From an optimization exercise on the open Yosys and OpenROAD flow, aimed at small area and a short achievable clock period; shortcuts taken in it are not production practice. Function was checked by simulation only, so behaviour that the tests miss may differ from the original. Power and IR drop assume default switching activity.

==> flow/design.v <==
package trn_rx_tlp_buffer_pkg;
  localparam int BEAT_W = 74;
  typedef struct packed {
    logic [6:0]  bar_hit_n;
    logic        errfwd;
    logic        eof;
    logic        rem_n;
    logic [63:0] data;
  } beat_t;
  typedef enum logic [1:0] {
    ST_IDLE = 2'd0,
    ST_PKT  = 2'd1,
    ST_DROP = 2'd2
  } rx_state_e;
endpackage
module trn_rx_tlp_buffer_ram #(
  parameter int DEPTH_LOG2 = 5,
  parameter int WIDTH      = 74
) (
  input  logic                      clk,
  input  logic [2**DEPTH_LOG2-1:0]  wr_sel,
  input  logic [WIDTH-1:0]          wr_dat,
  input  logic [2**DEPTH_LOG2-1:0]  rd_sel,
  output logic [WIDTH-1:0]          rd_dat
);
  localparam int DEPTH = 2**DEPTH_LOG2;
  localparam int N3    = DEPTH / 3;          
  localparam int R     = DEPTH % 3;          
  localparam int NGRP  = N3 + (R != 0);
  logic [WIDTH-1:0] mem_q [DEPTH];
  always_ff @(posedge clk) begin
    for (int i = 0; i < DEPTH; i++)
      if (wr_sel[i]) mem_q[i] <= wr_dat;
  end
  for (genvar b = 0; b < WIDTH; b++) begin : g_bit
    logic [NGRP-1:0] grp_n;
    for (genvar g = 0; g < N3; g++) begin : g_grp
      trn_rx_tlp_buffer_aoi3 u_aoi (
        .a0 (mem_q[3*g][b]),   .s0 (rd_sel[3*g]),
        .a1 (mem_q[3*g+1][b]), .s1 (rd_sel[3*g+1]),
        .a2 (mem_q[3*g+2][b]), .s2 (rd_sel[3*g+2]),
        .y_n(grp_n[g])
      );
    end
    if (R != 0) begin : g_rem
      logic [2:0] a, s;
      for (genvar j = 0; j < 3; j++) begin : g_j
        if (j < R) begin : g_use
          assign a[j] = mem_q[3*N3+j][b];
          assign s[j] = rd_sel[3*N3+j];
        end else begin : g_pad
          assign a[j] = 1'b0;
          assign s[j] = 1'b0;
        end
      end
      trn_rx_tlp_buffer_aoi3 u_aoi (
        .a0 (a[0]), .s0 (s[0]), .a1 (a[1]), .s1 (s[1]), .a2 (a[2]), .s2 (s[2]),
        .y_n(grp_n[N3])
      );
    end
    trn_rx_tlp_buffer_or_n #(.N(NGRP)) u_or (.a_n(grp_n), .y(rd_dat[b]));
  end
endmodule
module trn_rx_tlp_buffer_aoi3 (
  input  logic a0, s0, a1, s1, a2, s2,
  output logic y_n
);
  assign y_n = ~((a0 & s0) | (a1 & s1) | (a2 & s2));
endmodule
module trn_rx_tlp_buffer_or_n #(
  parameter int N = 11
) (
  input  logic [N-1:0] a_n,
  output logic         y
);
  if (N == 11) begin : g_11
    logic h0, h1, h2_n, h01_n;
    trn_rx_tlp_buffer_nand4 u_h0 (.a(a_n[3:0]), .y(h0));
    trn_rx_tlp_buffer_nand4 u_h1 (.a(a_n[7:4]), .y(h1));
    trn_rx_tlp_buffer_and3  u_h2 (.a(a_n[10:8]), .y(h2_n));
    trn_rx_tlp_buffer_nor2  u_h01 (.a(h0), .b(h1), .y(h01_n));
    trn_rx_tlp_buffer_nand2 u_y (.a(h01_n), .b(h2_n), .y(y));
  end else begin : g_any
    assign y = ~&a_n;
  end
endmodule
module trn_rx_tlp_buffer_nand4 (
  input  logic [3:0] a,
  output logic       y
);
  assign y = ~&a;
endmodule
module trn_rx_tlp_buffer_and3 (
  input  logic [2:0] a,
  output logic       y
);
  assign y = &a;
endmodule
module trn_rx_tlp_buffer_nor2 (
  input  logic a, b,
  output logic y
);
  assign y = ~(a | b);
endmodule
module trn_rx_tlp_buffer_nand2 (
  input  logic a, b,
  output logic y
);
  assign y = ~(a & b);
endmodule
module trn_rx_tlp_buffer #(
  parameter int DEPTH_LOG2 = 5
) (
  input  logic                 trn_clk,
  input  logic                 trn_reset_n,
  input  logic                 trn_lnk_up_n,
  input  logic [63:0]          trn_rd,
  input  logic                 trn_rrem_n,
  input  logic                 trn_rsof_n,
  input  logic                 trn_reof_n,
  input  logic                 trn_rsrc_rdy_n,
  input  logic                 trn_rsrc_dsc_n,
  input  logic                 trn_rerrfwd_n,
  input  logic [6:0]           trn_rbar_hit_n,
  output logic                 trn_rdst_rdy_n,
  output logic [63:0]          tlp_data,
  output logic                 tlp_sof,
  output logic                 tlp_eof,
  output logic                 tlp_rem_n,
  output logic                 tlp_errfwd,
  output logic [6:0]           tlp_bar_hit_n,
  output logic                 tlp_valid,
  input  logic                 tlp_ready,
  output logic                 err_pulse
);
  localparam int AW = DEPTH_LOG2;
  localparam int PW = DEPTH_LOG2 + 1;
  localparam logic [PW-1:0] DEPTH_V  = {1'b1, {DEPTH_LOG2{1'b0}}};
  localparam logic [PW-1:0] LEN_LAST = DEPTH_V - PW'(1);
  logic            pkt_q, drop_q;            
  logic [PW-1:0]   wr_ptr_q, commit_ptr_q, rd_ptr_q, fetch_ptr_q;
  logic            rdst_rdy_n_q, err_q;
  logic [6:0]      bar_q;
  logic            s1_vld_q;
  logic [2**AW-1:0] s1_sel_q;                
  logic            tlp_valid_q, tlp_sof_q;
  logic            tlp_eof_q;                
  logic [63:0]     tlp_dat_q;
  logic            tlp_rem_n_q, tlp_errfwd_q;
  logic [6:0]      tlp_bar_q;
  logic beat, sof, eof, dsc, lnk_dn;
  assign lnk_dn = trn_lnk_up_n;
  assign beat   = ~trn_rsrc_rdy_n & ~rdst_rdy_n_q & ~trn_lnk_up_n;
  assign sof    = ~trn_rsof_n;
  assign eof    = ~trn_reof_n;
  assign dsc    = ~trn_rsrc_dsc_n;
  logic [PW-1:0] wr_inc, cm_inc, rd_wrap, cm_wrap;
  logic          len_hit, dw31, dw32, dc31;
  assign wr_inc  = wr_ptr_q + PW'(1);
  assign cm_inc  = commit_ptr_q + PW'(1);
  assign rd_wrap = rd_ptr_q ^ DEPTH_V;
  assign cm_wrap = commit_ptr_q ^ DEPTH_V;
  assign len_hit = (wr_inc == cm_wrap);       
  assign dw32    = (wr_ptr_q == rd_wrap);     
  assign dw31    = (wr_inc == rd_wrap);       
  assign dc31    = (cm_inc == rd_wrap);       
  logic i_start, p_restart, p_eof, p_drop, p_dsc, p_cont, d_exit;
  assign i_start   = ~pkt_q & ~drop_q & beat & sof;
  assign p_dsc     = pkt_q & dsc & ~lnk_dn;
  assign p_restart = pkt_q & ~dsc & beat & sof;
  assign p_eof     = pkt_q & ~dsc & beat & ~sof & eof;
  assign p_drop    = pkt_q & ~dsc & beat & ~sof & ~eof & len_hit;
  assign p_cont    = pkt_q & ~dsc & beat & ~sof & ~eof & ~len_hit;
  assign d_exit    = drop_q & ~lnk_dn & (dsc | (beat & eof));
  logic sel_w1, sel_c1, sel_c;
  assign sel_w1 = i_start | p_eof | p_cont;
  assign sel_c1 = p_restart;
  assign sel_c  = lnk_dn | p_dsc | p_drop;
  logic [PW-1:0] wr_ptr_d, commit_ptr_d;
  always_comb begin
    wr_ptr_d = wr_ptr_q;
    if (sel_c)       wr_ptr_d = commit_ptr_q;
    else if (sel_c1) wr_ptr_d = cm_inc;
    else if (sel_w1) wr_ptr_d = wr_inc;
    commit_ptr_d = commit_ptr_q;
    if ((i_start & eof) | p_eof) commit_ptr_d = wr_inc;
    else if (p_restart & eof)    commit_ptr_d = cm_inc;
  end
  logic pkt_d, drop_d, err_d;
  assign pkt_d  = ~lnk_dn & ((i_start & ~eof) | (pkt_q & ~p_dsc & ~p_eof & ~p_drop & ~(p_restart & eof)));
  assign drop_d = ~lnk_dn & ((drop_q & ~d_exit) | p_drop);
  assign err_d  = (lnk_dn & pkt_q)
                | (~pkt_q & ~drop_q & beat & ~sof)
                | p_dsc | p_restart | p_drop
                | (drop_q & dsc & ~lnk_dn);
  logic xfer, s2_take, rd_en;
  assign xfer    = tlp_valid_q & tlp_ready;
  assign s2_take = s1_vld_q & (~tlp_valid_q | tlp_ready);
  assign rd_en   = (fetch_ptr_q != commit_ptr_q) & (~s1_vld_q | s2_take);
  logic rdst_rdy_n_d;
  assign rdst_rdy_n_d = lnk_dn | (~xfer & ((~sel_c & ~sel_c1 & ~sel_w1 & dw32)
                                         | (sel_w1 & ~sel_c & ~sel_c1 & dw31)
                                         | (sel_c1 & ~sel_c & dc31)));
  trn_rx_tlp_buffer_pkg::beat_t ram_beat;
  logic [2**AW-1:0] fetch_sel, wr_sel;
  always_comb begin
    fetch_sel = '0;
    fetch_sel[fetch_ptr_q[AW-1:0]] = 1'b1;
  end
  trn_rx_tlp_buffer_wsel #(.AW(AW)) u_wsel (
    .wr_ptr (wr_ptr_q[AW-1:0]),
    .cm_ptr (commit_ptr_q[AW-1:0]),
    .at_cm  (pkt_q & ~trn_rsrc_rdy_n & sof),
    .blk    (rdst_rdy_n_q),
    .wr_sel (wr_sel)
  );
  trn_rx_tlp_buffer_pkg::beat_t wr_beat;
  always_comb begin
    wr_beat           = '0;
    wr_beat.data      = trn_rd;
    wr_beat.rem_n     = trn_rrem_n;
    wr_beat.eof       = eof;
    wr_beat.errfwd    = ~trn_rerrfwd_n;
    wr_beat.bar_hit_n = sof ? trn_rbar_hit_n : bar_q;
  end
  always_ff @(posedge trn_clk) begin
    if (!trn_reset_n) begin
      pkt_q        <= 1'b0;
      drop_q       <= 1'b0;
      wr_ptr_q     <= '0;
      commit_ptr_q <= '0;
      rd_ptr_q     <= '0;
      fetch_ptr_q  <= '0;
      rdst_rdy_n_q <= 1'b1;
      err_q        <= 1'b0;
      s1_vld_q     <= 1'b0;
      tlp_valid_q  <= 1'b0;
    end else begin
      pkt_q        <= pkt_d;
      drop_q       <= drop_d;
      wr_ptr_q     <= wr_ptr_d;
      commit_ptr_q <= commit_ptr_d;
      if (xfer)  rd_ptr_q    <= rd_ptr_q + PW'(1);
      if (rd_en) fetch_ptr_q <= fetch_ptr_q + PW'(1);
      rdst_rdy_n_q <= rdst_rdy_n_d;
      err_q        <= err_d;
      s1_vld_q     <= rd_en | (s1_vld_q & ~s2_take);
      tlp_valid_q  <= s2_take | (tlp_valid_q & ~xfer);
    end
  end
  always_ff @(posedge trn_clk) begin
    if (!trn_reset_n)  tlp_eof_q <= 1'b1;
    else if (s2_take)  tlp_eof_q <= ram_beat.eof;
  end
  always_ff @(posedge trn_clk) begin
    if (beat & sof) bar_q <= trn_rbar_hit_n;
    if (rd_en)      s1_sel_q <= fetch_sel;
    if (s2_take) begin
      tlp_sof_q    <= tlp_eof_q;
      tlp_dat_q    <= ram_beat.data;
      tlp_rem_n_q  <= ram_beat.rem_n;
      tlp_errfwd_q <= ram_beat.errfwd;
      tlp_bar_q    <= ram_beat.bar_hit_n;
    end
  end
  trn_rx_tlp_buffer_ram #(
    .DEPTH_LOG2 (DEPTH_LOG2),
    .WIDTH      (trn_rx_tlp_buffer_pkg::BEAT_W)
  ) u_ram (
    .clk     (trn_clk),
    .wr_sel  (wr_sel),
    .wr_dat  (wr_beat),
    .rd_sel  (s1_sel_q),
    .rd_dat  (ram_beat)
  );
  assign trn_rdst_rdy_n = rdst_rdy_n_q;
  assign tlp_data       = tlp_dat_q;
  assign tlp_sof        = tlp_sof_q;
  assign tlp_eof        = tlp_eof_q;
  assign tlp_rem_n      = tlp_rem_n_q;
  assign tlp_errfwd     = tlp_errfwd_q;
  assign tlp_bar_hit_n  = tlp_bar_q;
  assign tlp_valid      = tlp_valid_q;
  assign err_pulse      = err_q;
endmodule
module trn_rx_tlp_buffer_wsel #(
  parameter int AW = 5
) (
  input  logic [AW-1:0]    wr_ptr,
  input  logic [AW-1:0]    cm_ptr,
  input  logic             at_cm,
  input  logic             blk,
  output logic [2**AW-1:0] wr_sel
);
  logic at_cm_ok;
  assign at_cm_ok = at_cm & ~blk;
  always_comb begin
    for (int i = 0; i < 2**AW; i++)
      wr_sel[i] = (~blk & (wr_ptr == AW'(i))) | (at_cm_ok & (cm_ptr == AW'(i)));
  end
endmodule
==> flow/flow/run.sh <==
#!/bin/bash
# Layout flow: the standard ORFS flow (standard.sh) with two changes:
#  - plain buffers, rather than the delay cells the resizer picks by default, on the ports;
#  - clock tree sinks clustered in bigger groups, without dummy loads (fewer clock buffers).
set -euo pipefail
bash standard.sh synth > synth.log 2>&1
bash standard.sh \
  "BUFFER_PORTS_ARGS=-buffer_cell sky130_fd_sc_hd__buf_2" \
  "CTS_ARGS=-sink_clustering_enable -repair_clock_nets -dont_use_dummy_load -sink_clustering_size 35 -sink_clustering_max_diameter 70" \
  finish > layout.log 2>&1
==> flow/standard.sh <==
#!/bin/bash
# synth_recipe.tcl (not shown) runs the flow's synth.tcl, then flattens the netlist and writes it again
# the make line also repeats each setting of config.mk as NAME=value (left out here)
make -C /OpenROAD-flow-scripts/flow DESIGN_CONFIG=/design/flow/config.mk WORK_HOME=/design/flow/orfs CLKGATE_MAP_FILE= SYNTH_SCRIPT=/design/flow/synth_recipe.tcl "${@:-finish}"
==> flow/config.mk <==
export PLATFORM = sky130hd
export DESIGN_NAME = trn_rx_tlp_buffer
export DESIGN_NICKNAME = trn_rx_tlp_buffer
export VERILOG_FILES = /design/flow/design.v
export SDC_FILE = /design/flow/constraint.sdc
export NUM_CORES = 4
export LEC_CHECK = 0
export CAP_MARGIN = 20
export CORE_MARGIN = 2
export CORE_UTILIZATION = 50
export PLACE_DENSITY = 0.65
export SETUP_SLACK_MARGIN = 1.6
export SLEW_MARGIN = 20
export SYNTH_HIERARCHICAL = 1
==> flow/constraint.sdc <==
create_clock -name core_clock -period 4.0 [get_ports {trn_clk}]
set_input_delay 0.8000 -clock core_clock [delete_from_list [all_inputs] [get_ports {trn_clk}]]
set_output_delay 0.8000 -clock core_clock [all_outputs]
set_load 0.01 [all_outputs]
==> run summary, run 1 <==
Yosys:
- Of the total synthesized cell area, the portion taken by AND, OR, NAND and NOR gates is 0.03382.
- The most used flip-flop cell after synthesis is sky130_fd_sc_hd__edfxtp_1.
- The post-synthesis share of cell area spent on xor and xnor gates is 0.004529.
- After synthesis, the largest family of logic cells by area is compound AO/OA/AOI/OAI gates.
- The proportion of synthesized chip area in sequential cells is 0.8550.
- The share of the synthesized area in compound gates (AO/OA/AOI/OAI) is 0.1014.
- Averaged over all synthesized cells, the footprint is 21.37 µm².
- Summing every instance area after synthesis gives 0.08786 mm².
- The post-synthesis share of cell area spent on full adders, half adders and majority gates is 0.001139.
- In the synthesized netlist the async set-or-reset flop fraction comes to 0.
- The number of enable flip-flop cells after synthesis is 2481.
- During synthesis, Yosys emitted a total of 11 warnings.
- The multiplexer area fraction after synthesis is 0.001239.
- In the synthesized netlist, the number of instances is 4112.
- The number of different library cells used by synthesis comes to 67.
- Synthesis inferred 2512 register bits.

Run status:
- The run finished with no timing, DRC or antenna violations.

Critical path:
- In this design, the largest share of critical-path delay is due to compound AO/OA/AOI/OAI gates.
- Counting both buffers and inverters, the worst setup path holds a total of 2.
- The most numerous cell on the critical path is sky130_fd_sc_hd__buf_12.
- In this run the worst setup path begins at s1_sel_q[3]$_DFFE_PP_.
- The slowest stage of the critical path is the sky130_fd_sc_hd__a222oi_1 cell.
- In this design, the stage delay of the slowest critical-path cell is 0.79 ns.
- At the worst endpoint, the arrival time is 3.01 ns.
- In this run the worst path has a maximum fanout of 9.
- STA classifies the critical path startpoint as a flop.
- The signal on the critical path passes through buf_12 -> buf_12 -> a222oi_1 -> nand4_1 -> nor2_1 -> nand2_1.
- The launch instance of the worst register-to-register path is s1_sel_q[3]$_DFFE_PP_.
- The critical path capture point type is a flop.
- For the worst setup path, the data required time is 4.50 ns.
- The start-to-end type of the worst setup path is flop to flop.

Route:
- The post-detailed-route wirelength per cell is 34.74 µm.
- The detailed router placed 49130 vias in this run.
- The final wirelength is 245.3 mm.
- The DRC violation count after routing is 0.
- Using the TritonRoute via totals, the vias-per-cell ratio works out to 6.958.
- The number of iterations in the first detailed-routing pass is 14.
- The number of antenna-violating nets in the routed design is 0.
- The detailed router's first-iteration violation count is 10870.

Floorplanning:
- The row count is 153.
- The initial cell density of the core is 0.5043.
- The die extent in x is 423.2 µm.
- The die covers 0.1791 mm².
- From bottom edge to top edge, the die measures 423.2 µm.
- The top-level port count is 159.
- The area inside the core boundary is 0.1742 mm².

CTS:
- The number of clock buffers added by TritonCTS is 118.
- Clock latency on the worst-skew pair, taken at its later pin, is 0.82 ns.
- In this run, post-CTS hold repair placed 0 buffers.
- Clock-pin slew was measured on the worst setup and hold paths at 0.10 ns.
- The maximum level of the CTS H-tree is 3.
- The CTS tree is yes.
- No sink is reached through more buffers than the 3 on the longest clock path.
- In this run the clock root is driven by a sky130_fd_sc_hd__clkbuf_16.
- The clock net sink count is 2512.

Pwr:
- The highest ir drop seen on vdd is 0.0004247 V.
- The leakage component of the power is 29.68 nW.
- The power per cell area is 496.1 mW/mm².

STA:
- The smallest hold slack is 0.2012 ns.
- The number of max-slew violations in the final report is 0.
- The total of endpoints with negative setup slack in the final report is 0.
- The clock period could shrink to 2.519 ns.
- The actual transition at the worst max-transition pin is 1.118 ns.
- The final hold violation count is 0.
- Dividing the final minimum period by the clock period gives 0.6296.
- The peak clock frequency supported by timing is 397.1 MHz.
- Summed over all failing endpoints, the final setup total negative slack is 0 ns.
- Headroom to the max-slew limit came out at 0.2550.
- Clock skew on the completed layout was measured at 0.1252 ns.
- Setup repair after global routing could not meet its margin everywhere.

Job:
- The number of max-cap violations is 0.

Global routing:
- The number of antenna violations at the first check in global routing is 7.
- For this run, global-route usage on met1 was measured as 0.3595.
- The total overflow reported by the global router is 0.
- The met3 global-route usage is 0.05833.
- The first global-routing pass estimated 329.5 mm of wire.
- The peak-usage layer in the global routing report is met2.
- The via count of the first global-routing pass is 46200.
- The global-route met2 utilization is 0.4006.
- For this run, the total global-route usage over all layers was measured as 0.2550.
- Entering global routing, the biggest net connects 76 pins.

Cells and area:
- The number of nets in the final layout is 4822.
- At the end of the flow the core is filled with cells to 0.5667.
- The fraction of layout cells with a size suffix above 1 is 0.1275.
- The area overhead of the layout relative to synthesis is 12.36%.

Hold path:
- The hold path startpoint is trn_rbar_hit_n[0].
- The classification of the worst-slack hold path is input port to flop.

Place:
- The weighted congestion reported at the end of routability-driven placement is 0.8340.
- Once detailed placement completed, the half-perimeter wirelength came to 125.8 mm.
- The count of buffers from port buffering is 158.
-- metal layers --
| metal | vias up | wire length, µm |
|---|---|---|
| li1 | 19930 | - |
| met1 | 25560 | 91700 |
| met2 | 3326 | 115100 |
| met3 | 305 | 31820 |
| met4 | 4 | 6646 |
| met5 | - | 27 |
-- modules after synthesis (local to each module, per instance), excerpt --
module                   copies in the design  cells inside
trn_rx_tlp_buffer                           1           484
trn_rx_tlp_buffer_and3                     74             1
trn_rx_tlp_buffer_aoi3                    814             1
trn_rx_tlp_buffer_nand2                    74             1
trn_rx_tlp_buffer_nand4                   148             1
trn_rx_tlp_buffer_nor2                     74             1
-- synthesized netlist by cell type, drive strengths merged, types with 2 or more instances --
| cell | count | area (µm²) |
|---|---|---|
| o21ai | 17 | 85.08 |
| or2 | 2 | 12.51 |
| nand3b | 2 | 15.01 |
| nor2b | 8 | 50.05 |
| a22oi | 2 | 15.01 |
| nand4bb | 6 | 67.56 |
| buf | 15 | 108.9 |
| a21o | 2 | 15.01 |
| o311a | 3 | 30.03 |
| a21oi | 21 | 105.1 |
| ha | 8 | 100.1 |
| nand2b | 9 | 56.30 |
| nor2 | 138 | 520.5 |
| o32a | 2 | 20.02 |
| and2 | 3 | 18.77 |
| xor2 | 14 | 122.6 |
| or4b | 7 | 70.07 |
| o22ai | 32 | 200.2 |
| nand4b | 5 | 43.79 |
| nor4 | 4 | 31.28 |
| inv | 15 | 56.30 |
| or3 | 4 | 25.02 |
| nand2 | 106 | 397.9 |
| o32ai | 6 | 75.08 |
| nand4 | 153 | 963.4 |
| mux2i | 3 | 30.03 |
| a211oi | 2 | 15.01 |
| mux2 | 7 | 78.83 |
| o211ai | 4 | 30.03 |
| or4 | 4 | 33.78 |
| nor3b | 4 | 30.03 |
| dfxtp | 31 | 620.6 |
| nand3 | 11 | 55.05 |
| a31oi | 10 | 62.56 |
| o31ai | 2 | 20.02 |
| and3 | 78 | 493.0 |
| edfxtp | 2481 | 74500 |
| nor3 | 14 | 70.07 |
| a222oi | 814 | 8148 |
| clkbuf | 22 | 82.58 |
| xnor2 | 28 | 252.8 |
-- what timing repair did --
action	4_1_cts	5_1_grt
gates cloned	11	18
gates resized for setup	57	69
buffers inserted	38	35
pin swaps	13	38
endpoints found under the setup margin	2413	753
endpoints found under the hold margin	0	0
-- path summary, 6_finish.rpt --
kind                            depth (start not counted)  slack [ns]                      end
worst min-delay path                                    1        0.20       bar_q[0]$_DFFE_PP_
worst max register to register                          6        1.48  tlp_dat_q[54]$_DFFE_PP_
worst max-delay path                                    6        1.48  tlp_dat_q[54]$_DFFE_PP_
worst min register to register                          2        0.53   tlp_valid_q$_SDFF_PN0_
-- cells by family (layout without fill, tap and decap cells) --
| kind of cell | after synthesis | after routing |
|---|---|---|
| xor gates and xnor gates | 43 | 43 |
| buffers and inverters | 52 | 524 |
| other | 1 | 153 |
| adders and majority gates | 8 | 8 |
| and+or+nand+nor | 560 | 560 |
| muxes | 10 | 10 |
| AOI/OAI and AO/OA | 926 | 926 |
| DFF | 2512 | 2512 |
-- power breakdown --
group,leakage [nW],internal (mW),switching [mW]
sequential,22.4,29.1,0.139
clock,1.45,5.23,7.42
combinational,5.87,1.98,5.06
-- per-stage QoR --
step | worst slack (ns) | power (mW) | cells | cell area [µm²]
2_1_floorplan | 0.08750 | 32.93 | 4259 | 88890
3_3_place_gp | 0.7423 | 36.02 | 6836 | 94050
3_5_place_dp | 0.7406 | 36.10 | 6836 | 94050
4_1_cts | 1.591 | 48.55 | 7003 | 97890
5_1_grt | 1.496 | 50.14 | 7057 | 98710
6_report | 1.482 | 48.97 | 7061 | 98720
-- flip-flops by register name, summed over array words and instances, names as in the netlist, 6 cells and up --
register      cells
rd_ptr_q          6
s1_sel_q         32
commit_ptr_q      6
fetch_ptr_q       6
tlp_dat_q        64
bar_q             7
u_ram.mem_q    2368
wr_ptr_q          6
tlp_bar_q         7
-- cell usage in the layout, fill, tap and decap left out, types with 11 or more instances in the layout --
| cell type | n |
|---|---|
| sky130_fd_sc_hd__a21oi_1 | 19 |
| sky130_fd_sc_hd__a222oi_1 | 814 |
| sky130_fd_sc_hd__and3_1 | 77 |
| sky130_fd_sc_hd__buf_12 | 55 |
| sky130_fd_sc_hd__buf_16 | 16 |
| sky130_fd_sc_hd__buf_2 | 158 |
| sky130_fd_sc_hd__buf_4 | 111 |
| sky130_fd_sc_hd__buf_6 | 31 |
| sky130_fd_sc_hd__clkbuf_16 | 132 |
| sky130_fd_sc_hd__conb_1 | 148 |
| sky130_fd_sc_hd__dfxtp_1 | 19 |
| sky130_fd_sc_hd__edfxtp_1 | 2481 |
| sky130_fd_sc_hd__inv_1 | 13 |
| sky130_fd_sc_hd__nand2_1 | 105 |
| sky130_fd_sc_hd__nand4_1 | 152 |
| sky130_fd_sc_hd__nor2_1 | 127 |
| sky130_fd_sc_hd__nor2_2 | 11 |
| sky130_fd_sc_hd__nor3_1 | 14 |
| sky130_fd_sc_hd__o21ai_0 | 16 |
| sky130_fd_sc_hd__o22ai_4 | 26 |
| sky130_fd_sc_hd__xnor2_1 | 26 |
| sky130_fd_sc_hd__xor2_1 | 14 |
-- layout make-up --
cell class,count,area [µm²]
diodes,5,12.51
multi-input cells,1695,13630
well taps,2325,2909
fillers,12850,75480
flip-flops and latches,2512,75150
inverters,15,58.81
clock buffers,118,2953
repair buffers,391,4008
-- worst register-to-register path, stage by stage (launching register included) --
cell and delay [ns]:
sky130_fd_sc_hd__edfxtp_1 0.51, sky130_fd_sc_hd__buf_12 0.19, sky130_fd_sc_hd__buf_12 0.15, sky130_fd_sc_hd__a222oi_1 0.80, sky130_fd_sc_hd__nand4_1 0.25, sky130_fd_sc_hd__nor2_1 0.20
sky130_fd_sc_hd__nand2_1 0.09
==> run 2, diff against run 1 <==
--- a/flow/design.v
+++ b/flow/design.v
@@ -24,77 +24,41 @@
   output logic [WIDTH-1:0]          rd_dat
 );
   localparam int DEPTH = 2**DEPTH_LOG2;
-  localparam int N3    = DEPTH / 3;          
-  localparam int R     = DEPTH % 3;          
-  localparam int NGRP  = N3 + (R != 0);
   logic [WIDTH-1:0] mem_q [DEPTH];
   always_ff @(posedge clk) begin
     for (int i = 0; i < DEPTH; i++)
       if (wr_sel[i]) mem_q[i] <= wr_dat;
   end
-  for (genvar b = 0; b < WIDTH; b++) begin : g_bit
-    logic [NGRP-1:0] grp_n;
-    for (genvar g = 0; g < N3; g++) begin : g_grp
-      trn_rx_tlp_buffer_aoi3 u_aoi (
-        .a0 (mem_q[3*g][b]),   .s0 (rd_sel[3*g]),
-        .a1 (mem_q[3*g+1][b]), .s1 (rd_sel[3*g+1]),
-        .a2 (mem_q[3*g+2][b]), .s2 (rd_sel[3*g+2]),
-        .y_n(grp_n[g])
-      );
-    end
-    if (R != 0) begin : g_rem
-      logic [2:0] a, s;
-      for (genvar j = 0; j < 3; j++) begin : g_j
-        if (j < R) begin : g_use
-          assign a[j] = mem_q[3*N3+j][b];
-          assign s[j] = rd_sel[3*N3+j];
-        end else begin : g_pad
-          assign a[j] = 1'b0;
-          assign s[j] = 1'b0;
-        end
+  if (DEPTH == 32) begin : g_d32
+    for (genvar b = 0; b < WIDTH; b++) begin : g_bit
+      logic [3:0]  q;      
+      logic [1:0]  r_n;    
+      for (genvar g = 0; g < 4; g++) begin : g_oct
+        trn_rx_tlp_buffer_ao8 u_ao (
+          .a ({mem_q[8*g+7][b], mem_q[8*g+6][b], mem_q[8*g+5][b], mem_q[8*g+4][b],
+               mem_q[8*g+3][b], mem_q[8*g+2][b], mem_q[8*g+1][b], mem_q[8*g][b]}),
+          .s (rd_sel[8*g+7:8*g]),
+          .y (q[g])
+        );
       end
-      trn_rx_tlp_buffer_aoi3 u_aoi (
-        .a0 (a[0]), .s0 (s[0]), .a1 (a[1]), .s1 (s[1]), .a2 (a[2]), .s2 (s[2]),
-        .y_n(grp_n[N3])
-      );
+      trn_rx_tlp_buffer_nor2  u_nor0 (.a(q[0]), .b(q[1]), .y(r_n[0]));
+      trn_rx_tlp_buffer_nor2  u_nor1 (.a(q[2]), .b(q[3]), .y(r_n[1]));
+      trn_rx_tlp_buffer_nand2 u_out  (.a(r_n[0]), .b(r_n[1]), .y(rd_dat[b]));
     end
-    trn_rx_tlp_buffer_or_n #(.N(NGRP)) u_or (.a_n(grp_n), .y(rd_dat[b]));
-  end
-endmodule
-module trn_rx_tlp_buffer_aoi3 (
-  input  logic a0, s0, a1, s1, a2, s2,
-  output logic y_n
-);
-  assign y_n = ~((a0 & s0) | (a1 & s1) | (a2 & s2));
-endmodule
-module trn_rx_tlp_buffer_or_n #(
-  parameter int N = 11
-) (
-  input  logic [N-1:0] a_n,
-  output logic         y
-);
-  if (N == 11) begin : g_11
-    logic h0, h1, h2_n, h01_n;
-    trn_rx_tlp_buffer_nand4 u_h0 (.a(a_n[3:0]), .y(h0));
-    trn_rx_tlp_buffer_nand4 u_h1 (.a(a_n[7:4]), .y(h1));
-    trn_rx_tlp_buffer_and3  u_h2 (.a(a_n[10:8]), .y(h2_n));
-    trn_rx_tlp_buffer_nor2  u_h01 (.a(h0), .b(h1), .y(h01_n));
-    trn_rx_tlp_buffer_nand2 u_y (.a(h01_n), .b(h2_n), .y(y));
   end else begin : g_any
-    assign y = ~&a_n;
+    always_comb begin
+      rd_dat = '0;
+      for (int i = 0; i < DEPTH; i++)
+        rd_dat = rd_dat | (mem_q[i] & {WIDTH{rd_sel[i]}});
+    end
   end
 endmodule
-module trn_rx_tlp_buffer_nand4 (
-  input  logic [3:0] a,
+module trn_rx_tlp_buffer_ao8 (
+  input  logic [7:0] a,
+  input  logic [7:0] s,
   output logic       y
 );
-  assign y = ~&a;
-endmodule
-module trn_rx_tlp_buffer_and3 (
-  input  logic [2:0] a,
-  output logic       y
-);
-  assign y = &a;
+  assign y = |(a & s);
 endmodule
 module trn_rx_tlp_buffer_nor2 (
   input  logic a, b,
@@ -202,18 +166,41 @@
                                          | (sel_w1 & ~sel_c & ~sel_c1 & dw31)
                                          | (sel_c1 & ~sel_c & dc31)));
   trn_rx_tlp_buffer_pkg::beat_t ram_beat;
+  logic [74:0] out_beat_d, out_beat_q, out_beat_new;
+  assign out_beat_q   = {tlp_eof_q, tlp_sof_q, tlp_bar_q, tlp_errfwd_q, tlp_rem_n_q, tlp_dat_q};
+  assign out_beat_new = {ram_beat.eof, tlp_eof_q, ram_beat.bar_hit_n, ram_beat.errfwd,
+                         ram_beat.rem_n, ram_beat.data};
+  for (genvar i = 0; i < 75; i++) begin : g_out_hold
+    trn_rx_tlp_buffer_hold u_hold (
+      .en (s2_take), .d (out_beat_new[i]), .q (out_beat_q[i]), .y (out_beat_d[i])
+    );
+  end
+  logic [2**AW-1:0] s1_sel_d;
   logic [2**AW-1:0] fetch_sel, wr_sel;
   always_comb begin
     fetch_sel = '0;
     fetch_sel[fetch_ptr_q[AW-1:0]] = 1'b1;
   end
-  trn_rx_tlp_buffer_wsel #(.AW(AW)) u_wsel (
+  logic [2**AW-1:0] wr_blk_dec, cm_blk_dec;
+  logic             at_cm;
+  for (genvar i = 0; i < 2**AW; i++) begin : g_s1_hold
+    trn_rx_tlp_buffer_hold u_hold (
+      .en (rd_en), .d (fetch_sel[i]), .q (s1_sel_q[i]), .y (s1_sel_d[i])
+    );
+  end
+  trn_rx_tlp_buffer_wdec #(.AW(AW)) u_wdec (
     .wr_ptr (wr_ptr_q[AW-1:0]),
     .cm_ptr (commit_ptr_q[AW-1:0]),
-    .at_cm  (pkt_q & ~trn_rsrc_rdy_n & sof),
     .blk    (rdst_rdy_n_q),
-    .wr_sel (wr_sel)
+    .wr_dec (wr_blk_dec),
+    .cm_dec (cm_blk_dec)
   );
+  assign at_cm = pkt_q & ~trn_rsrc_rdy_n & sof;
+  for (genvar i = 0; i < 2**AW; i++) begin : g_rowen
+    trn_rx_tlp_buffer_rowen u_rowen (
+      .w (wr_blk_dec[i]), .c (cm_blk_dec[i]), .a (at_cm), .y (wr_sel[i])
+    );
+  end
   trn_rx_tlp_buffer_pkg::beat_t wr_beat;
   always_comb begin
     wr_beat           = '0;
@@ -250,18 +237,12 @@
   end
   always_ff @(posedge trn_clk) begin
     if (!trn_reset_n)  tlp_eof_q <= 1'b1;
-    else if (s2_take)  tlp_eof_q <= ram_beat.eof;
+    else               tlp_eof_q <= out_beat_d[74];
   end
   always_ff @(posedge trn_clk) begin
     if (beat & sof) bar_q <= trn_rbar_hit_n;
-    if (rd_en)      s1_sel_q <= fetch_sel;
-    if (s2_take) begin
-      tlp_sof_q    <= tlp_eof_q;
-      tlp_dat_q    <= ram_beat.data;
-      tlp_rem_n_q  <= ram_beat.rem_n;
-      tlp_errfwd_q <= ram_beat.errfwd;
-      tlp_bar_q    <= ram_beat.bar_hit_n;
-    end
+    s1_sel_q <= s1_sel_d;
+    {tlp_sof_q, tlp_bar_q, tlp_errfwd_q, tlp_rem_n_q, tlp_dat_q} <= out_beat_d[73:0];
   end
   trn_rx_tlp_buffer_ram #(
     .DEPTH_LOG2 (DEPTH_LOG2),
@@ -273,29 +254,56 @@
     .rd_sel  (s1_sel_q),
     .rd_dat  (ram_beat)
   );
-  assign trn_rdst_rdy_n = rdst_rdy_n_q;
+  trn_rx_tlp_buffer_oreg #(.RST(1'b1)) u_rdst_out (
+    .clk (trn_clk), .rst_n (trn_reset_n), .d (rdst_rdy_n_d), .q (trn_rdst_rdy_n)
+  );
+  trn_rx_tlp_buffer_oreg #(.RST(1'b0)) u_valid_out (
+    .clk (trn_clk), .rst_n (trn_reset_n), .d (s2_take | (tlp_valid_q & ~xfer)), .q (tlp_valid)
+  );
   assign tlp_data       = tlp_dat_q;
   assign tlp_sof        = tlp_sof_q;
   assign tlp_eof        = tlp_eof_q;
   assign tlp_rem_n      = tlp_rem_n_q;
   assign tlp_errfwd     = tlp_errfwd_q;
   assign tlp_bar_hit_n  = tlp_bar_q;
-  assign tlp_valid      = tlp_valid_q;
   assign err_pulse      = err_q;
 endmodule
-module trn_rx_tlp_buffer_wsel #(
+module trn_rx_tlp_buffer_wdec #(
   parameter int AW = 5
 ) (
   input  logic [AW-1:0]    wr_ptr,
   input  logic [AW-1:0]    cm_ptr,
-  input  logic             at_cm,
   input  logic             blk,
-  output logic [2**AW-1:0] wr_sel
+  output logic [2**AW-1:0] wr_dec,
+  output logic [2**AW-1:0] cm_dec
 );
-  logic at_cm_ok;
-  assign at_cm_ok = at_cm & ~blk;
   always_comb begin
-    for (int i = 0; i < 2**AW; i++)
-      wr_sel[i] = (~blk & (wr_ptr == AW'(i))) | (at_cm_ok & (cm_ptr == AW'(i)));
+    for (int i = 0; i < 2**AW; i++) begin
+      wr_dec[i] = ~blk & (wr_ptr == AW'(i));
+      cm_dec[i] = ~blk & (cm_ptr == AW'(i));
+    end
+  end
+endmodule
+module trn_rx_tlp_buffer_rowen (
+  input  logic w, c, a,
+  output logic y
+);
+  assign y = w | (a & c);
+endmodule
+module trn_rx_tlp_buffer_hold (
+  input  logic en, d, q,
+  output logic y
+);
+  assign y = en ? d : q;
+endmodule
+module trn_rx_tlp_buffer_oreg #(
+  parameter logic RST = 1'b0
+) (
+  input  logic clk, rst_n, d,
+  output logic q
+);
+  always_ff @(posedge clk) begin
+    if (!rst_n) q <= RST;
+    else        q <= d;
   end
 endmodule
--- a/flow/config.mk
+++ b/flow/config.mk
@@ -9,6 +9,6 @@
 export CORE_MARGIN = 2
 export CORE_UTILIZATION = 50
 export PLACE_DENSITY = 0.65
-export SETUP_SLACK_MARGIN = 1.6
+export SETUP_SLACK_MARGIN = 1.7
 export SLEW_MARGIN = 20
 export SYNTH_HIERARCHICAL = 1
==> run 2 against run 1 <==
Sequential share of layout area decreased by 2.2 points. Register-to-register slack improved by 0.12 ns. Core utilization decreased by 0.48 points. Synthesized area increased by 2.5%. Via count increased by 5.0%. Highest routed layer unchanged. Critical path type unchanged. Still clean on timing, DRC and antenna. Combinational power decreased by 28%. Flip-flop and latch count increased by 2. Count of clock-buffer cells in the layout unchanged. Non-clock buffer count increased by 26. Critical path depth decreased by 1.
==> run summary, run 2 <==
STA:
- Of the available clock period, the critical path in the final layout requires 0.5997.
- The post-route worst setup slack is 1.601 ns.
- The final setup TNS is 0 ns.
- The peak clock frequency supported by timing is 416.9 MHz.
- The total of endpoints with negative setup slack in the final report is 0.
- The worst slew slack as a fraction of its limit is 0.2560.
- The number of max-slew violations in the final report is 0.
- Hold timing on the final database bottoms out at a slack of 0.2606 ns.
- Setup repair after global routing could not meet its margin everywhere.
- The clock skew is 0.1087 ns.
- For the pin with the worst max-slew slack, the measured transition is 1.115 ns.
- The final hold violation count is 0.
- The shortest period the worst path allows is 2.399 ns.

Critical path:
- The endpoint of the worst register-to-register path is u_ram.mem_q[5][23]$_DFFE_PP_.
- Setup slack on the worst reg-to-reg path comes out at 1.60 ns.
- On the worst path, the slowest cell contributes a delay of 0.55 ns.
- The peak fanout along the critical path is 26.
- The signal on the critical path passes through or4b_4 -> nor2_1 -> a21o_4 -> buf_12 -> buf_12.
- The worst-case reg-to-reg path depth is 5.
- The worst setup path is captured at a flop.
- At the worst endpoint, the required time is 4.46 ns.
- By instance count, the cell type seen most on the critical path is sky130_fd_sc_hd__buf_12.
- The slowest library cell on the worst path is sky130_fd_sc_hd__or4b_4.
- The sort of element at the start of the critical path is a flop.
- The critical path in this run is classified as flop to flop.
- The launch instance of the worst register-to-register path is commit_ptr_q[0]$_SDFFE_PN0P_.
- The endpoint arrival time on the critical path is 2.86 ns.

Pwr:
- The leakage component of the power is 31.13 nW.
- The highest ir drop seen on vdd is 0.0004494 V.
- The power per cell area is 474.4 mW/mm².
- The final total power is 47.66 mW.

Route:
- For this run, design rule violations remaining after detail routing come to 0.
- Once detail routing completed, the nets flagged for antenna violations numbered 0.
- Before antenna repair, the detailed router went through 7 iterations.
- The post-detailed-route wirelength per cell is 34.80 µm.
- The via total after detailed routing is 51600.
- The final wirelength is 266.1 mm.
- The detail-routed via count per cell is 6.748.
- The detailed router finished its first iteration with 7658 violations.

Cells and area:
- After the flow finishes, the layout carries non-filler instances totaling 7646.
- The sequential cells in the finished layout cover a total of 0.07426 mm².
- The cell area after layout is 0.1005 mm².
- The fill cell instance count of the final layout is 13440.
- The area overhead of the layout relative to synthesis is 11.53%.
- The final core utilization is 0.5619.
- The area taken by multi-input logic gates is 0.01639 mm².
- Of the cells placed in the final design, the portion with a size suffix greater than 1 is 0.1522.
- The number of nets in the final layout is 5379.
- Ranked by flip-flop count, first place goes to u_ram.mem_q.
- In the layout the commonest cells are 2375 x sky130_fd_sc_hd__edfxtp_1, 1184 x sky130_fd_sc_hd__a22oi_1, 301 x sky130_fd_sc_hd__nand4_1, 225 x sky130_fd_sc_hd__nor2_1, 168 x sky130_fd_sc_hd__buf_4.
- Leaving out fill and tap cells, the most frequent cell in the layout is sky130_fd_sc_hd__edfxtp_1.
- The register with the most flip-flops in the layout has 2368 of them.

Hold path:
- In this run the most critical hold path is launched from trn_rbar_hit_n[0].
- The worst hold path terminates at bar_q[0]$_DFFE_PP_.
- The cell count of the worst hold path is 1.
- The tightest min-delay check is of the input port to flop type.

Floorplanning:
- The area of the die is 0.1836 mm².
- The vertical die dimension is 428.5 µm.
- Row generation in the floorplan step produced 155 rows.
- The area inside the core boundary is 0.1788 mm².
- Measured along the x axis, the die boundary spans 428.5 µm.
- For this configuration, the core starts out at a cell density of 0.5038.
- The top-level port count is 159.

Global routing:
- For this run, global-route usage on met3 was measured as 0.05367.
- After global routing, the most crowded layer is met2.
- The via count of the first global-routing pass was 49120.
- For this run, global-route usage on met1 was measured as 0.3954.
- Entering global routing, the biggest net connects 62 pins.
- The all-layer global routing usage is 0.2790.
- The first global-routing pass estimated 366.6 mm of wire.
- In the global route stage, met2 resource usage came out at 0.4398.
- The number of antenna violations at the first check in global routing is 12.
- After global routing the overflow that remains totals 0.

Job:
- The tool flagged a number of max-cap violations equal to 0.

Place:
- The weighted congestion reported at the end of routability-driven placement is 0.8653.
- The instance area at placement is 0.09598 mm².
- Detailed placement ended at an HPWL of 148.3 mm.
- Port buffering added 158 buffers.
- The worst-case setup slack after placement is 1.103 ns.
- The post-placement cell count is 7422.

Yosys:
- The number of different library cells used by synthesis comes to 62.
- The share of synthesized area in the top cell type comes to 0.7917.
- Averaged over all synthesized cells, the footprint is 18.88 µm².
- The post-synth design cell area is 0.09008 mm².
- The synthesized design contains 2514 register bits.
- After synthesis, the most frequently instantiated cells are 2375 x sky130_fd_sc_hd__edfxtp_1, 1184 x sky130_fd_sc_hd__a22oi_1, 301 x sky130_fd_sc_hd__nand4_1.
- The commonest register cell after synthesis is sky130_fd_sc_hd__edfxtp_1.
- The cell type with the highest aggregate area in the netlist is sky130_fd_sc_hd__edfxtp_1.
- Of all flip-flops after synthesis, the portion carrying an async set or reset was 0.
- In this run, synthesis inferred 2375 flip-flops with an integrated enable.
- The most frequently used cell type in the post-synthesis netlist is sky130_fd_sc_hd__edfxtp_1.
- The count of synthesis-stage warnings from yosys is 12.
- After synthesis, the cell types taking the most area are sky130_fd_sc_hd__edfxtp_1 79%, sky130_fd_sc_hd__a22oi_1 9.9%, sky130_fd_sc_hd__dfxtp_1 3.1%.
- The proportion of synthesized chip area in sequential cells is 0.8226.
- Counting every instance in the synthesized netlist gives 4770.

CTS:
- The longest clock path from root to sink contains 3 buffers.
- The maximum level of the CTS H-tree is 3.
- TritonCTS built the clock tree.
- CTS placed an instance of sky130_fd_sc_hd__clkbuf_16 at the clock tree root.
- The total of hold buffers inserted after clock tree synthesis is 0.
- Clock latency on the worst-skew pair, taken at its later pin, is 0.82 ns.
- The clock net sink count is 2514.
- Buffers inserted during clock tree synthesis total 118.
- The clock transition time at the flip-flop clock pins of the worst setup and hold paths is 0.10 ns.

Run status:
- The run finished with no timing, DRC or antenna violations.
run 2: cell count changes in the layout (fill, tap and decap cells not counted), moves of 106 or more:
| cell | delta |
|---|---|
| sky130_fd_sc_hd__mux2_4 | +107 |
| sky130_fd_sc_hd__a222oi_1 | -814 |
| sky130_fd_sc_hd__nand4_1 | +149 |
| sky130_fd_sc_hd__conb_1 | -148 |
| sky130_fd_sc_hd__a22oi_1 | +1182 |
| sky130_fd_sc_hd__edfxtp_1 | -106 |
run 2: cells by family (layout without fill, tap and decap cells):
| group | Yosys count | count (layout) | synth area share |
|---|---|---|---|
| AO/OA/AOI/OAI | 1278 | 1293 | 0.1060 |
| XOR/XNOR | 50 | 50 | 0.005167 |
| adder cells (fa/ha/maj) | 7 | 7 | 0.0009722 |
| buffers and inverters | 47 | 551 | 0.002195 |
| flip-flops | 2514 | 2514 | 0.8226 |
| multiplexers | 121 | 121 | 0.01952 |
| other | 0 | 2 | 0 |
| AND/OR/NAND/NOR | 753 | 753 | 0.04352 |
run 2: worst max-delay path by stage:
stage	from	to	slack [ns]
3_5_place_dp	trn_rsof_n	u_ram.mem_q[3][64]$_DFFE_PP_	1.10
2_1_floorplan	trn_rsof_n	u_ram.mem_q[18][0]$_DFFE_PP_	0.65
4_1_cts	wr_ptr_q[3]$_SDFFE_PN0P_	u_ram.mem_q[13][49]$_DFFE_PP_	1.70
6_report	commit_ptr_q[0]$_SDFFE_PN0P_	u_ram.mem_q[5][23]$_DFFE_PP_	1.60
3_3_place_gp	trn_rsof_n	u_ram.mem_q[3][31]$_DFFE_PP_	1.13
5_1_grt	pkt_q$_SDFF_PN0_	u_ram.mem_q[31][15]$_DFFE_PP_	1.66
run 2: what timing repair did:
action / CTS / global route
buffers inserted: 48 / 39
cloned: 14 / 3
resized for setup: 56 / 30
setup endpoints to repair: 1848 / 324
pin swaps: 9 / 7
run 2: critical path: cells and delay by family, from the launching register on:
family / cells / cell delay (ns)
AO/OA/AOI/OAI: 1 / 0.23
AND/OR/NAND/NOR: 2 / 0.93
flip-flops: 1 / 0.51
buffers and inverters: 2 / 0.36
run 2: cell type report:
type	instances	area share
Timing Repair Buffer	417	0.03833
Sequential cell	2514	0.7391
Multi-Input combinational cell	2224	0.1632
Tap cell	2355	0.02933
Clock buffer	118	0.02939
Antenna cell	2	0.00004981
Inverter	16	0.0005978
run 2: per-layer routing:
layer	vias to the layer above	share of wire
met2	3236	0.47
met5	-	0.00040
met1	26760	0.38
li1	21160	-
met4	10	0.039
met3	432	0.11
run 2: Yosys stat by module (local to each module, per instance), excerpt:
module                   cells inside  flops+latches  copies in the design  cell area [µm²]
trn_rx_tlp_buffer                 459            144                     1             4964
trn_rx_tlp_buffer_ao8               5              0                   296            36.28
trn_rx_tlp_buffer_hold              1              0                   107            15.01
trn_rx_tlp_buffer_nand2             1              0                    74            3.754
trn_rx_tlp_buffer_nor2              1              0                   148            3.754
trn_rx_tlp_buffer_rowen             1              0                    32            7.507
run 2: where the power goes:
group / leakage, nW / switching (mW) / internal (mW)
Clock: 1.45 / 7.59 / 5.23
Combinational: 7.13 / 3.23 / 1.84
Sequential: 22.5 / 0.570 / 29.2
==> run 3, diff against run 2 <==
--- a/flow/design.v
+++ b/flow/design.v
@@ -104,6 +104,7 @@
   logic            pkt_q, drop_q;            
   logic [PW-1:0]   wr_ptr_q, commit_ptr_q, rd_ptr_q, fetch_ptr_q;
   logic            rdst_rdy_n_q, err_q;
+  logic [AW-1:0]   plen_q;                   
   logic [6:0]      bar_q;
   logic            s1_vld_q;
   logic [2**AW-1:0] s1_sel_q;                
@@ -118,13 +119,12 @@
   assign sof    = ~trn_rsof_n;
   assign eof    = ~trn_reof_n;
   assign dsc    = ~trn_rsrc_dsc_n;
-  logic [PW-1:0] wr_inc, cm_inc, rd_wrap, cm_wrap;
+  logic [PW-1:0] wr_inc, cm_inc, rd_wrap;
   logic          len_hit, dw31, dw32, dc31;
   assign wr_inc  = wr_ptr_q + PW'(1);
   assign cm_inc  = commit_ptr_q + PW'(1);
   assign rd_wrap = rd_ptr_q ^ DEPTH_V;
-  assign cm_wrap = commit_ptr_q ^ DEPTH_V;
-  assign len_hit = (wr_inc == cm_wrap);       
+  assign len_hit = &plen_q;                   
   assign dw32    = (wr_ptr_q == rd_wrap);     
   assign dw31    = (wr_inc == rd_wrap);       
   assign dc31    = (cm_inc == rd_wrap);       
@@ -150,6 +150,15 @@
     if ((i_start & eof) | p_eof) commit_ptr_d = wr_inc;
     else if (p_restart & eof)    commit_ptr_d = cm_inc;
   end
+  logic          commit_evt;
+  logic [AW-1:0] plen_d;
+  assign commit_evt = ((i_start | p_restart) & eof) | p_eof;
+  always_comb begin
+    plen_d = plen_q;
+    if (sel_c | commit_evt) plen_d = '0;
+    else if (sel_c1)        plen_d = AW'(1);
+    else if (sel_w1)        plen_d = plen_q + AW'(1);
+  end
   logic pkt_d, drop_d, err_d;
   assign pkt_d  = ~lnk_dn & ((i_start & ~eof) | (pkt_q & ~p_dsc & ~p_eof & ~p_drop & ~(p_restart & eof)));
   assign drop_d = ~lnk_dn & ((drop_q & ~d_exit) | p_drop);
@@ -172,7 +181,7 @@
                          ram_beat.rem_n, ram_beat.data};
   for (genvar i = 0; i < 75; i++) begin : g_out_hold
     trn_rx_tlp_buffer_hold u_hold (
-      .en (s2_take), .d (out_beat_new[i]), .q (out_beat_q[i]), .y (out_beat_d[i])
+      .en (s2_take), .en_n (~s2_take), .d (out_beat_new[i]), .q (out_beat_q[i]), .y (out_beat_d[i])
     );
   end
   logic [2**AW-1:0] s1_sel_d;
@@ -185,7 +194,7 @@
   logic             at_cm;
   for (genvar i = 0; i < 2**AW; i++) begin : g_s1_hold
     trn_rx_tlp_buffer_hold u_hold (
-      .en (rd_en), .d (fetch_sel[i]), .q (s1_sel_q[i]), .y (s1_sel_d[i])
+      .en (rd_en), .en_n (~rd_en), .d (fetch_sel[i]), .q (s1_sel_q[i]), .y (s1_sel_d[i])
     );
   end
   trn_rx_tlp_buffer_wdec #(.AW(AW)) u_wdec (
@@ -216,6 +225,7 @@
       drop_q       <= 1'b0;
       wr_ptr_q     <= '0;
       commit_ptr_q <= '0;
+      plen_q       <= '0;
       rd_ptr_q     <= '0;
       fetch_ptr_q  <= '0;
       rdst_rdy_n_q <= 1'b1;
@@ -227,6 +237,7 @@
       drop_q       <= drop_d;
       wr_ptr_q     <= wr_ptr_d;
       commit_ptr_q <= commit_ptr_d;
+      plen_q       <= plen_d;
       if (xfer)  rd_ptr_q    <= rd_ptr_q + PW'(1);
       if (rd_en) fetch_ptr_q <= fetch_ptr_q + PW'(1);
       rdst_rdy_n_q <= rdst_rdy_n_d;
@@ -277,11 +288,41 @@
   output logic [2**AW-1:0] wr_dec,
   output logic [2**AW-1:0] cm_dec
 );
-  always_comb begin
-    for (int i = 0; i < 2**AW; i++) begin
-      wr_dec[i] = ~blk & (wr_ptr == AW'(i));
-      cm_dec[i] = ~blk & (cm_ptr == AW'(i));
+  if (AW == 5) begin : g_aw5
+    logic [3:0] wr_lo_n, cm_lo_n;
+    logic [7:0] wr_hi_n, cm_hi_n;
+    trn_rx_tlp_buffer_predec2 u_wr_lo (.a(wr_ptr[1:0]), .blk(blk), .y_n(wr_lo_n));
+    trn_rx_tlp_buffer_predec2 u_cm_lo (.a(cm_ptr[1:0]), .blk(blk), .y_n(cm_lo_n));
+    trn_rx_tlp_buffer_predec3 u_wr_hi (.a(wr_ptr[4:2]), .y_n(wr_hi_n));
+    trn_rx_tlp_buffer_predec3 u_cm_hi (.a(cm_ptr[4:2]), .y_n(cm_hi_n));
+    for (genvar i = 0; i < 32; i++) begin : g_row
+      trn_rx_tlp_buffer_nor2 u_wr (.a(wr_lo_n[i%4]), .b(wr_hi_n[i/4]), .y(wr_dec[i]));
+      trn_rx_tlp_buffer_nor2 u_cm (.a(cm_lo_n[i%4]), .b(cm_hi_n[i/4]), .y(cm_dec[i]));
     end
+  end else begin : g_any
+    always_comb begin
+      for (int i = 0; i < 2**AW; i++) begin
+        wr_dec[i] = ~blk & (wr_ptr == AW'(i));
+        cm_dec[i] = ~blk & (cm_ptr == AW'(i));
+      end
+    end
+  end
+endmodule
+module trn_rx_tlp_buffer_predec2 (
+  input  logic [1:0] a,
+  input  logic       blk,
+  output logic [3:0] y_n
+);
+  always_comb begin
+    for (int k = 0; k < 4; k++) y_n[k] = blk | (a != 2'(k));
+  end
+endmodule
+module trn_rx_tlp_buffer_predec3 (
+  input  logic [2:0] a,
+  output logic [7:0] y_n
+);
+  always_comb begin
+    for (int k = 0; k < 8; k++) y_n[k] = (a != 3'(k));
   end
 endmodule
 module trn_rx_tlp_buffer_rowen (
@@ -291,10 +332,10 @@
   assign y = w | (a & c);
 endmodule
 module trn_rx_tlp_buffer_hold (
-  input  logic en, d, q,
+  input  logic en, en_n, d, q,
   output logic y
 );
-  assign y = en ? d : q;
+  assign y = (en & d) | (en_n & q);
 endmodule
 module trn_rx_tlp_buffer_oreg #(
   parameter logic RST = 1'b0
==> run 3 against run 2 <==
Sequential power about the same. Register-to-register slack gained 0.08 ns. Fmax increased by 3.5%. Count of clock-buffer cells in the layout decreased by 3. Via count shrank 1.2%. Power is 2.1% higher. Clock power barely moved. Largest cell class unchanged. Final cell count decreased by 1.2%. Non-clock buffer count shrank 91. Synthesized area shrank 0.77%. Still clean. First-iteration DRC count is 2.6% lower. Critical path type unchanged. Flip-flop and latch count grew 5.
==> run summary, run 3 <==
CTS:
- The tree built by TritonCTS fans out to 2519 sinks.
- The maximum count of clock buffers along a single path is 3.
- Clock latency on the worst-skew pair, taken at its later pin, is 0.82 ns.
- The CTS tree is yes.
- Clock tree synthesis selected as its root buffer the cell sky130_fd_sc_hd__clkbuf_16.
- The clock tree synthesis step divided the H-tree into 3 levels.
- The number of clock buffers inserted by TritonCTS is 115.
- The clock transition time at the flip-flop clock pins of the worst setup and hold paths is 0.08 ns.

Floorplanning:
- The die covers 0.1822 mm².
- From left edge to right edge, the die measures 426.8 µm.
- The top-level port count is 159.
- From bottom edge to top edge, the die measures 426.8 µm.
- The initial cell density of the core is 0.5021.
- The area inside the core boundary is 0.1780 mm².
- The row count is 155.

Place:
- The HPWL reported at the end of detailed placement is 143.8 mm.
- Port buffering added 158 buffers.
- Routability-driven placement finished with a final weighted congestion of 0.8475.

Yosys:
- The area share of the largest cell type after synthesis is 0.7979.
- The instance count of the mapped netlist is 4776.
- The number of distinct library cell variants in the gate-level netlist after synthesis is 56.
- The commonest register cell after synthesis is sky130_fd_sc_hd__edfxtp_1.
- The count of synthesis-stage warnings from yosys is 13.
- The post-synth design cell area is 0.08939 mm².
- Ranked by instance count, the synthesized netlist is headed by 2375 x sky130_fd_sc_hd__edfxtp_1, 1186 x sky130_fd_sc_hd__a22oi_1, 301 x sky130_fd_sc_hd__nand4_1.
- The most frequently used cell type in the post-synthesis netlist is sky130_fd_sc_hd__edfxtp_1.
- Of the synthesized area, sequential elements account for 0.8301.
- The post-synthesis async set-or-reset flop share is 0.
- Summed over all instances, the cell type with the most area after synthesis is sky130_fd_sc_hd__edfxtp_1.
- Sorting the synthesized cells by area gives the leading types as sky130_fd_sc_hd__edfxtp_1 80%, sky130_fd_sc_hd__a22oi_1 10%, sky130_fd_sc_hd__dfxtp_1 3.2%.
- The number of enable flip-flop cells after synthesis is 2375.
- The synthesized area divided by synthesized cell count is 18.72 µm².
- Counting flops and latches in the post-synthesis netlist gives 2519.

Global routing:
- For this run the aggregate overflow at the end of global routing stands at 0.
- The largest net degree at the start of global routing is 75.
- The all-layer global routing usage is 0.2697.
- The via count of the first global-routing pass is 47800.
- The first-pass GRT wire length is 350.8 mm.
- The number of antenna violations at the first check in global routing is 16.

STA:
- Setup repair after global routing could not meet its margin everywhere.
- The shortest period the worst path allows is 2.318 ns.
- Derived from the worst setup path, the maximum achievable clock frequency is 431.3 MHz.
- Across the routed clock network, the largest skew measured is 0.09453 ns.
- The final hold violation count is 0.
- The number of max-slew violations in the final report is 0.
- The actual transition at the worst max-transition pin is 1.028 ns.
- The worst pin sits at a relative slew slack of 0.3145.
- Of the available clock period, the critical path in the final layout requires 0.5796.
- Setup violations remaining at the end of the flow were counted as 0.
- The final setup TNS is 0 ns.

Critical path:
- STA classifies the critical path endpoint as a flop.
- Setup slack on the worst reg-to-reg path comes out at 1.68 ns.
- The number of buffer and inverter instances along the worst setup path is 1.
- The signal on the critical path passes through nand3b_1 -> nor2_2 -> a21o_4 -> buf_4.
- For the worst setup path, the data required time is 4.46 ns.
- Grouping stages by cell kind, the critical path spends the most delay in simple AND/OR/NAND/NOR gates.
- Data on the critical path arrives at its endpoint at 2.78 ns.
- STA classifies the critical path startpoint as a flop.
- For this run, the slowest stage of the critical path takes 0.55 ns.
- The slowest library cell on the worst path is sky130_fd_sc_hd__dfxtp_2.
- The worst setup path is of the flop to flop kind.
- Along the worst path, the maximum fanout reaches 14.

Route:
- The routed design has 258.2 mm of wire.
- The number of antenna-violating nets in the routed design is 0.
- Summing over every cut layer, the via total after detailed routing is 50970.
- The post-detailed-route wirelength per cell is 34.16 µm.
- The DRC violation count after routing is 0.
- The number of iterations in the first detailed-routing pass is 9.
- Using the TritonRoute via totals, the vias-per-cell ratio works out to 6.744.
- The first routing iteration left 7462 violations.

Run status:
- The flow ran to the end and the layout has no timing, DRC or antenna violations.

Pwr:
- In this run the power density over the cells is 492.2 mW/mm².
- In this run the static leakage power is 30.25 nW.
- The worst-case IR drop observed on VDD is 0.0003547 V.

Cells and area:
- The most frequent standard cell in the layout excluding fill and tap cells is sky130_fd_sc_hd__edfxtp_1.
- The register with the most flip-flops in the layout has 2368 of them.
- The multi-input combinational cells in the finished layout cover a total of 0.01556 mm².
- Once layout is complete, the utilization of the core stands at 0.5554.
- The number of nets in the final layout is 5292.
- The register with the highest flop count is u_ram.mem_q.
- Fill cells in the final layout number 13470.
- Relative to the synthesized area, the layout overhead comes to 10.61%.
- Of the cells placed in the final design, the portion with a size suffix greater than 1 is 0.1150.
- Leaving out fill and tap cells, the most frequent cells in the layout are 2375 x sky130_fd_sc_hd__edfxtp_1, 1186 x sky130_fd_sc_hd__a22oi_1, 301 x sky130_fd_sc_hd__nand4_1, 250 x sky130_fd_sc_hd__nor2_1, 158 x sky130_fd_sc_hd__buf_2.
- The sequential cells in the finished layout cover a total of 0.07436 mm².

Job:
- The number of max-cap violations is 0.

Hold path:
- The classification of the worst-slack hold path is input port to flop.
[run 3: changes by cell type in the layout (fill, tap and decap cells not counted), sizes merged, moves of 8 or more]
cell    previous run  this run
mux2             116         7
buf              415       324
a22o               0       107
or3b               0        10
nand3b             1        11
and2              15         3
a21oi             11        19
nor2             251       279
[run 3: final timing paths]
path / end / start / cells past startpoint
min: bar_q[0]$_DFFE_PP_ / trn_rbar_hit_n[0] / 1
max: u_ram.mem_q[11][62]$_DFFE_PP_ / commit_ptr_q[0]$_SDFFE_PN0P_ / 4
min reg2reg: tlp_dat_q[49]$_DFF_P_ / tlp_dat_q[49]$_DFF_P_ / 1
max reg2reg: u_ram.mem_q[11][62]$_DFFE_PP_ / commit_ptr_q[0]$_SDFFE_PN0P_ / 4
[run 3: report_power, final]
group	internal, mW	leakage (nW)	switching (mW)
Combinational	1.86	6.25	4.14
Clock	5.11	1.42	7.54
Sequential	29.3	22.6	0.734
[run 3: metal layers]
| layer | GRT usage | up-vias | routed length [µm] |
|---|---|---|---|
| li1 | - | 21070 | - |
| met1 | 0.3903 | 26420 | 100900 |
| met2 | 0.4146 | 3099 | 118500 |
| met3 | 0.05730 | 377 | 30210 |
| met4 | 0.08046 | 6 | 8504 |
| met5 | 0 | - | 47 |
[run 3: logic make-up (layout without fill, tap and decap cells)]
logic type / Yosys count / count (layout) / synth area share
simple gates: 763 / 763 / 0.04324
buf+inv: 40 / 457 / 0.001932
flops: 2519 / 2519 / 0.8301
mux: 11 / 11 / 0.001330
compound gates: 1383 / 1390 / 0.1170
other cells: 0 / 3 / 0
fa+ha+maj: 9 / 9 / 0.001260
xor+xnor: 51 / 51 / 0.005151
[run 3: cell type report]
cell class / count / share of cell area
antenna: 3 / 0.00007593
clock buffer: 115 / 0.02911
inverter: 15 / 0.0006327
tap: 2355 / 0.02980
timing repair inverter: 1 / 0.00007593
multi-input combinational: 2224 / 0.1574
sequential: 2519 / 0.7521
timing repair buffer: 326 / 0.03087
[run 3: what timing repair did]
| item | in CTS | in global routing |
|---|---|---|
| buffers inserted | 16 | 23 |
| hold buffers | 0 | 0 |
| pin swaps | 4 | 9 |
| gates cloned | 5 | 5 |
| resized for setup | 37 | 61 |
| endpoints found under the setup margin | 1144 | 512 |
[run 3: per-module statistics from Yosys, one instance, submodules excluded, excerpt]
module | flops+latches | cells inside | times used
trn_rx_tlp_buffer_predec3 | 0 | 8 | 2
trn_rx_tlp_buffer_ao8 | 0 | 5 | 296
trn_rx_tlp_buffer_predec2 | 0 | 4 | 2
trn_rx_tlp_buffer_hold | 0 | 1 | 107
trn_rx_tlp_buffer_rowen | 0 | 1 | 32
trn_rx_tlp_buffer_nand2 | 0 | 1 | 74
trn_rx_tlp_buffer_nor2 | 0 | 1 | 212
[run 3: through the flow]
| stage | cell area, µm² | cells | power, mW | hold WS [ns] | setup WS [ns] |
|---|---|---|---|---|---|
| 2_1_floorplan | 89520 | 4776 | 32.99 | 0.4671 | 0.6530 |
| 3_3_place_gp | 94940 | 7391 | 36.23 | 0.4467 | 1.141 |
| 3_5_place_dp | 94940 | 7391 | 36.29 | 0.4473 | 1.091 |
| 4_1_cts | 98190 | 7527 | 48.55 | 0.2080 | 1.631 |
| 5_1_grt | 98870 | 7556 | 50.03 | 0.2406 | 1.686 |
| 6_report | 98870 | 7558 | 48.66 | 0.2523 | 1.682 |
==> run 4, diff against run 3 <==
--- a/flow/flow/run.sh
+++ b/flow/flow/run.sh
@@ -6,5 +6,5 @@
 bash standard.sh synth > synth.log 2>&1
 bash standard.sh \
   "BUFFER_PORTS_ARGS=-buffer_cell sky130_fd_sc_hd__buf_2" \
-  "CTS_ARGS=-sink_clustering_enable -repair_clock_nets -dont_use_dummy_load -sink_clustering_size 35 -sink_clustering_max_diameter 70" \
+  "CTS_ARGS=-sink_clustering_enable -repair_clock_nets -dont_use_dummy_load -sink_clustering_size 30 -sink_clustering_max_diameter 60" \
   finish > layout.log 2>&1
==> run 4 against run 3 <==
Still clean on timing, DRC and antenna. Register-to-register slack barely moved. Sequential share of layout area fell by 0.61 points. Count of clock-buffer cells in the layout rose by 29. Sequential power barely moved. Fmax barely moved. Flip-flop and latch count did not move. Clock power rose by 12%. Final cell count rose by 0.45%. Highest routed layer unchanged.
==> run summary, run 4 <==
Run status:
- The run finished with no timing, DRC or antenna violations.

CTS:
- Counting every sink on the clock net gives 2519.
- The later pin in the worst-skew pair is clocked with a latency of 0.86 ns.
- The CTS tree is yes.
- The clock transition time at the flip-flop clock pins of the worst setup and hold paths is 0.07 ns.

Floorplanning:
- The area inside the core boundary is 0.1780 mm².
- The die extent in x is 426.8 µm.
- In this run the core area contains 155 standard-cell rows.

STA:
- The peak clock frequency supported by timing is 431.1 MHz.
- The final setup TNS is 0 ns.
- On the final layout, the worst hold slack is 0.1910 ns.
- Setup repair after global routing left no endpoint under its margin.
- Once routing completed, OpenROAD measured the worst setup slack at 1.680 ns.
- The final hold violation count is 0.
- For the pin with the worst max-slew slack, the measured transition is 1.085 ns.

Cells and area:
- Compared with the post-synthesis result, the final layout area differs by 11.52%.
- Summing all multi-input logic gate instances after layout gives 0.01559 mm².
- The fraction of layout cells with a size suffix above 1 is 0.1224.
- The filler cells instantiated in the layout total 13390.
- The finished cells cover 0.09969 mm².

Route:
- After detailed routing, the number of vias per cell comes to 6.758.

Place:
- After detailed placement, the design holds a cell count of 7391.
- The worst-case setup slack after placement is 1.091 ns.
- The weighted congestion reported at the end of routability-driven placement is 0.8475.
- The instance area at placement is 0.09494 mm².

Yosys:
- The area share of the largest cell type after synthesis is 0.7979.
- The commonest register cell after synthesis is sky130_fd_sc_hd__edfxtp_1.

Critical path:
- The peak fanout along the critical path is 19.
- The slowest library cell on the worst path is sky130_fd_sc_hd__dfxtp_4.
- In this design, the stage delay of the slowest critical-path cell is 0.54 ns.
- Data on the critical path arrives at its endpoint at 2.99 ns.
- Counting cells, the worst reg-to-reg path comes to 7.

Global routing:
- The first global-routing pass estimated 357.3 mm of wire.
- The number of antenna violations at the first check in global routing came to 15.
run 4: area by class of cell:
cell class	count	share of cell area
Clock buffer	144	0.03615
Inverter	15	0.0006276
Multi-Input combinational cell	2225	0.1564
Sequential cell	2519	0.7460
Tap cell	2355	0.02956
Timing Repair Buffer	333	0.03124
Timing Repair inverter	1	0.00007531
run 4: worst max path at each step:
stage          cells past startpoint                       endpoint  slack, ns                          from
2_1_floorplan                      4   u_ram.mem_q[13][0]$_DFFE_PP_       0.65                    trn_rsof_n
3_3_place_gp                       5  u_ram.mem_q[22][18]$_DFFE_PP_       1.14                    trn_rsof_n
3_5_place_dp                       5  u_ram.mem_q[22][36]$_DFFE_PP_       1.09                    trn_rsof_n
4_1_cts                            3  u_ram.mem_q[18][69]$_DFFE_PP_       1.66  commit_ptr_q[1]$_SDFFE_PN0P_
5_1_grt                            6          tlp_dat_q[18]$_DFF_P_       1.70          s1_sel_q[30]$_DFF_P_
6_report                           7           tlp_eof_q$_SDFF_PN1_       1.68          s1_sel_q[28]$_DFF_P_
run 4: Yosys stat by module, one instance, submodules excluded, a selection:
module	cells	flops+latches	copies in the design	cell area, µm²
trn_rx_tlp_buffer_hold	1	0	107	8.758
trn_rx_tlp_buffer	475	149	1	5051
trn_rx_tlp_buffer_nor2	1	0	212	3.754
trn_rx_tlp_buffer_rowen	1	0	32	7.507
trn_rx_tlp_buffer_ao8	5	0	296	36.28
trn_rx_tlp_buffer_predec3	8	0	2	60.06
run 4: kinds of logic (layout without fill, tap and decap cells):
family,Yosys count,after routing,share of synthesized area
and+or+nand+nor,763,763,0.04324
AOI/OAI and AO/OA,1383,1391,0.1170
DFF,2519,2519,0.8301
muxes,11,11,0.001330
adders and majority gates,9,9,0.001260
xor gates and xnor gates,51,51,0.005151
buffers and inverters,40,493,0.001932
run 4: routing by layer:
layer  GRT usage  vias up  part of all wire
li1            -    21150                 -
met1      0.3982    26660              0.39
met2      0.4234     3078              0.46
met3     0.05908      419              0.12
met4     0.08691        2             0.034
met5           0        -          0.000031
run 4: where the power goes:
group / switching, mW / total [mW] / internal [mW]
Sequential: 0.782 / 30.1 / 29.3
Clock: 7.81 / 14.2 / 6.39
Combinational: 4.08 / 5.93 / 1.85
Total: 12.7 / 50.2 / 37.5
run 4: timing repair:
item | 4_1_cts | 5_1_grt
endpoints found under the setup margin | 1427 | 963
pin swaps | 7 | 11
cloned | 8 | 2
setup buffers | 26 | 21
gates resized for setup | 56 | 55

[afterwards: timing with drivers on the ports]
How much do the figures lean on ideal ports? The routed layouts below were timed once more, with nothing changed but the port constraints.
Step 1 assumes that a clkbuf_16 drives the clock port and a buf_2 every other input.
Step 2 also shifts input and output timing later by t, the mid clock arrival at the registers, as if the neighbouring blocks saw the same clock.
a / b / c = no drivers / after step 1 / after step 2; a / b = the first two.
run	shift t [ns]	setup slack, ns
run 1	0.842	1.481 / 1.481 / 0.963
run 2	0.854	1.601 / 1.601 / 1.139
run 3	0.862	1.682 / 1.671 / 1.119
run 4	0.886	1.680 / 1.662 / 1.170
After both steps every run listed still meets setup and hold.
